From an optimization exercise on the open Yosys and OpenROAD flow, aimed at small area, a short achievable clock period and few clock cycles per item; shortcuts taken in it are not production practice.
Function was checked by simulation only, so behaviour that the tests miss may differ from the original.
Power and IR drop assume default switching activity.

==> flow/design.v (excerpt) <==
module psg_top
(
	input  logic                clk_i,
	input  logic                rst_i,
	input  logic                wr_i,
	input  logic [ADR_W-1:0]    adr_i,
	input  logic [DATA_W-1:0]   dat_i,
	input  logic                credit_i,
	output logic                sample_valid_o,
	output logic [SAMPLE_W-1:0] aud_o
);
Settings: LEC_CHECK=0, CAP_MARGIN=20, CORE_MARGIN=2, CORE_UTILIZATION=40, SLEW_MARGIN=20; clock period 11.0 ns.
run.sh (not shown) runs the stock make flow with config.mk's settings and CLKGATE_MAP_FILE= SYNTH_SCRIPT=/design/flow/synth_recipe.tcl, a recipe that flattens the netlist after the stock synthesis.
Testbench counts at the start, summed over its fixed seeds: cycles 4,887, items 4,079.
Change:
- SETUP_SLACK_MARGIN: unset -> 5
Effect:
- The changed run completed with no timing, DRC or antenna violations
- routed wire length is about the same
- via count hardly moves
- sequential power hardly moves
- worst setup slack is better by 510 ps
- maximum frequency came out higher by roughly a tenth
- global-route usage hardly moves
- design area barely changes
- flip-flop and latch count is unchanged
- utilization hardly moves
- first-iteration DRC count rises by a few percent
Change:
==> flow/flow/run.sh (new file) <==
#!/bin/bash
set -euo pipefail
bash standard.sh SETUP_SLACK_MARGIN=7 finish > make_finish.log 2>&1
==> flow/standard.sh (new file) <==
#!/bin/bash
# synth_recipe.tcl (not shown) runs the flow's synth.tcl, then flattens the netlist and writes it again
# the make line also repeats each setting of config.mk as NAME=value (left out here)
make -C /OpenROAD-flow-scripts/flow DESIGN_CONFIG=/design/flow/config.mk WORK_HOME=/design/flow/orfs CLKGATE_MAP_FILE= SYNTH_SCRIPT=/design/flow/synth_recipe.tcl "${@:-finish}"
- SETUP_SLACK_MARGIN: 5 -> unset
removed: flow/run.sh
Effect:
- The new run passed the timing, design-rule and antenna checks
- core utilization goes up by 4.0 points
- wire length goes up by 9.5%
- count of clock-buffer cells in the layout goes up by 1
- sequential share of layout area goes down by 2.2 points
- register-to-register slack is better by 570 ps

========
Another version of the RTL of psg_top (not shown whole).
Size in the first run: about 4500 cells after synthesis, about 580 flip-flops, roughly 44000 um^2 of cells after synthesis.
clock: 11.0 ns
lec_check: 0
cap_margin: 20
core_margin: 2
core_utilization: 40
slew_margin: 20
standard.sh (not shown) runs the stock make flow with config.mk's settings and CLKGATE_MAP_FILE= SYNTH_SCRIPT=/design/flow/synth_recipe.tcl, a recipe that flattens the netlist after the stock synthesis.
==> flow/flow/run.sh <==
#!/bin/bash
set -euo pipefail
bash standard.sh SETUP_SLACK_MARGIN=7 finish > make_finish.log 2>&1
Testbench counts at the start, summed over its fixed seeds: cycles 4,970, items 4,079.
Then changed:
- ABC_AREA: unset -> 1
Outcome: Non-clock buffer count goes down by 8. Setup slack improved by 0.11 ns. Via count goes up by about 15%. Hold slack got worse by 0.039 ns. Clock-buffer cell count goes up by 4. Fmax goes up by about 2.7%. Register-to-register slack improved by 0.11 ns. Cell count goes up by 21%. Total power goes up by 4.9%. Sequential share of layout area goes down by 0.90 points. Cell area goes up by 3.2%.
Then changed:
- ABC_AREA: 1 -> unset
- CTS_BUF_LIST: unset -> sky130_fd_sc_hd__clkbuf_4 sky130_fd_sc_hd__clkbuf_8
Outcome: The new run passed the timing, design-rule and antenna checks; hold slack gains 0.026 ns; cell count goes down by 16%; core utilization goes up by 0.44 points; global-route usage goes down by 0.46 points; design area goes down by 3.3%; total power goes down by 7.2%; synthesized area goes down by 3.9%; worst setup slack loses 0.097 ns; critical path depth goes up by 11.
Then changed:
- CORE_UTILIZATION: 40 -> 60
- CTS_BUF_LIST: sky130_fd_sc_hd__clkbuf_4 sky130_fd_sc_hd__clkbuf_8 -> unset
- PLACE_DENSITY: unset -> 0.75
Setup slack loses 0.12 ns.
Maximum frequency falls by a few percent.
Global-route usage rises by 11 points.
Via count rises by a few percent.
Clock-buffer cell count falls by 61.
Synthesized cell count stays the same.
Wire length falls slightly.
Utilization rises by 22 points.
Then changed:
==> flow/run.sh (new file) <==
#!/bin/bash
# synth_recipe.tcl (not shown) runs the flow's synth.tcl, then flattens the netlist and writes it again
# the make line also repeats each setting of config.mk as NAME=value (left out here)
make -C /OpenROAD-flow-scripts/flow DESIGN_CONFIG=/design/flow/config.mk WORK_HOME=/design/flow/orfs CLKGATE_MAP_FILE= SYNTH_SCRIPT=/design/flow/synth_recipe.tcl finish
- CORE_UTILIZATION: 60 -> 40
- PLACE_DENSITY: 0.75 -> unset
removed: flow/flow/run.sh
removed: flow/standard.sh
What happened: Routed wire length is lower by about 1.9%; via count decreases by about 4.5%; design area went down by 1.9%; worst setup slack got worse by 1.1 ns; synthesized cell count does not change; maximum frequency drops by about 20%.
Then changed:
==> flow/flow/run.sh (new file) <==
#!/bin/bash
set -euo pipefail
bash standard.sh SETUP_SLACK_MARGIN=8 finish > make_finish.log 2>&1
==> flow/standard.sh (new file) <==
#!/bin/bash
# synth_recipe.tcl (not shown) runs the flow's synth.tcl, then flattens the netlist and writes it again
# the make line also repeats each setting of config.mk as NAME=value (left out here)
make -C /OpenROAD-flow-scripts/flow DESIGN_CONFIG=/design/flow/config.mk WORK_HOME=/design/flow/orfs CLKGATE_MAP_FILE= SYNTH_SCRIPT=/design/flow/synth_recipe.tcl "${@:-finish}"
removed: flow/run.sh
- die area stays the same
- fmax is higher by 35%
- hold slack hardly moves

========
## job 351
psg_top, a different RTL version from the one above (not shown whole).
Size: about 44000 sq um of cells after synthesis.
clock: 11.0 ns
lec_check: 0
cap_margin: 20
core_margin: 2
core_utilization: 40
cts_cluster_diameter: 100
cts_cluster_size: 24
slew_margin: 20
==> flow/flow/run.sh <==
#!/bin/bash
set -euo pipefail
R="$PWD/orfs/results/sky130hd/psg_top/base"
bash standard.sh SETUP_SLACK_MARGIN=7.1 synth > make_synth.log 2>&1
cp "$R/1_2_yosys.v" "$R/1_2_yosys_std.v"
python3 flow/invopt.py "$R/1_2_yosys_std.v" "$R/1_2_yosys.v" > invopt.log 2>&1
rm -f "$R/1_synth.odb" "$R/1_synth.sdc"
bash standard.sh SETUP_SLACK_MARGIN=7.1 finish > make_finish.log 2>&1
Other scripts of this flow, unchanged in this note and not shown: flow/flow/invopt.py
Job 351 has completed all stages; timing, DRC and antenna checks passed.
Testbench counts of job 351, summed over its fixed seeds: cycles 4,970, items 4,079.
--- input diff job 351..job 1439 ---
- CORE_UTILIZATION now 50, was 40
==> flow/flow/run.sh <==
#!/bin/bash
set -euo pipefail
R="$PWD/orfs/results/sky130hd/psg_top/base"
bash standard.sh SETUP_SLACK_MARGIN=7 synth > make_synth.log 2>&1
cp "$R/1_2_yosys.v" "$R/1_2_yosys_std.v"
python3 flow/invopt.py "$R/1_2_yosys_std.v" "$R/1_2_yosys.v" > invopt.log 2>&1
rm -f "$R/1_synth.odb" "$R/1_synth.sdc"
bash standard.sh SETUP_SLACK_MARGIN=7 finish > make_finish.log 2>&1
[summary]
- Wire length on job 1439 is down relative to job 351.
- [compare] base=job 351 new=job 1439: total power dropped about 1.8%, number of tapcells -18%, worst hold slack shows an increase of 0.0056 ns, number of clock buffers in the layout went down by 2.1%, utilization saw an increase.
diff inputs: job 1439 => job 7730
- changing CTS_CLUSTER_DIAMETER from 100 to 110
- changing CTS_CLUSTER_SIZE from 24 to 27
- changing CORE_UTILIZATION from 50 to 40
==> comparison <==
The fraction of area in registers was comparable across job 7730 and job 1439.
On multi-input combinational area share, job 7730 and job 1439 are neck and neck.
Summary: post-route minimum period, job 7730 worse than job 1439
Compared with job 1439, job 7730 has less setup slack.
Job 7730 vs job 1439 on overall global routing resource usage: job 7730 is the lower one.

[re-timing with driven ports]
The flow's constraints put no driver on any port. The routed layouts listed below were extracted and timed again, unchanged, in two steps.
Step 1 sets driving cells, clkbuf_16 on the clock port and buf_2 on the other inputs (assumed; they add their load-dependent delay and slew).
Step 2 times the ports against the registers' clock, not the clock port: input delays grow and output delays shrink by t, the midpoint of the rising clock arrivals with the driver on.
a / b / c = ideal ports / drivers / drivers and shift; a / b = the first two.
| run | t (ns) | setup WS [ns] | hold slack, ns | worst setup path at the end | latest minus earliest clock arrival (ns) |
|---|---|---|---|---|---|
| the first run of note 1 | 0.689 | 4.825 / 4.755 / 5.444 | 0.438 / 0.438 / 0.438 | register to output | 0.034 / 0.034 |
| the second run of note 1 | 0.690 | 5.338 / 5.268 / 5.613 | 0.438 / 0.438 / 0.438 | register to register | 0.035 / 0.035 |
| the third run of note 1 | 0.718 | 5.821 / 5.758 / 6.178 | 0.448 / 0.448 / 0.448 | register to register | 0.028 / 0.027 |
| the first run of note 2 | 0.696 | 6.900 / 6.900 / 6.311 | 0.451 / 0.451 / 0.451 | input to register | 0.042 / 0.042 |
| the second run of note 2 | 0.699 | 7.008 / 7.008 / 6.364 | 0.413 / 0.413 / 0.413 | input to register | 0.059 / 0.059 |
| the third run of note 2 | 0.836 | 6.911 / 6.911 / 6.304 | 0.438 / 0.438 / 0.438 | input to register | 0.068 / 0.068 |
| the fourth run of note 2 | 0.689 | 6.787 / 6.787 / 6.305 | 0.441 / 0.441 / 0.441 | input to register | 0.032 / 0.032 |
| the fifth run of note 2 | 0.698 | 5.654 / 5.672 / 4.975 | 0.442 / 0.442 / 0.442 | input to register | 0.048 / 0.049 |
| the sixth run of note 2 | 0.703 | 7.032 / 7.032 / 6.893 | 0.442 / 0.442 / 0.442 | input to register | 0.036 / 0.036 |
| job 351 | 0.681 | 7.093 / 7.093 / 6.547 | 0.455 / 0.455 / 0.455 | input to register | 0.049 / 0.048 |
| job 1439 | 0.671 | 7.044 / 7.044 / 6.426 | 0.461 / 0.461 / 0.461 | input to register | 0.063 / 0.063 |
| job 7730 | 0.734 | 7.014 / 7.014 / 6.374 | 0.462 / 0.462 / 0.462 | input to register | 0.052 / 0.052 |
After both steps setup and hold are still met in every run listed. The setup slack of the fifth run of note 2, which loses most, moves by +0.018 ns with the drivers and by -0.679 ns with both steps.
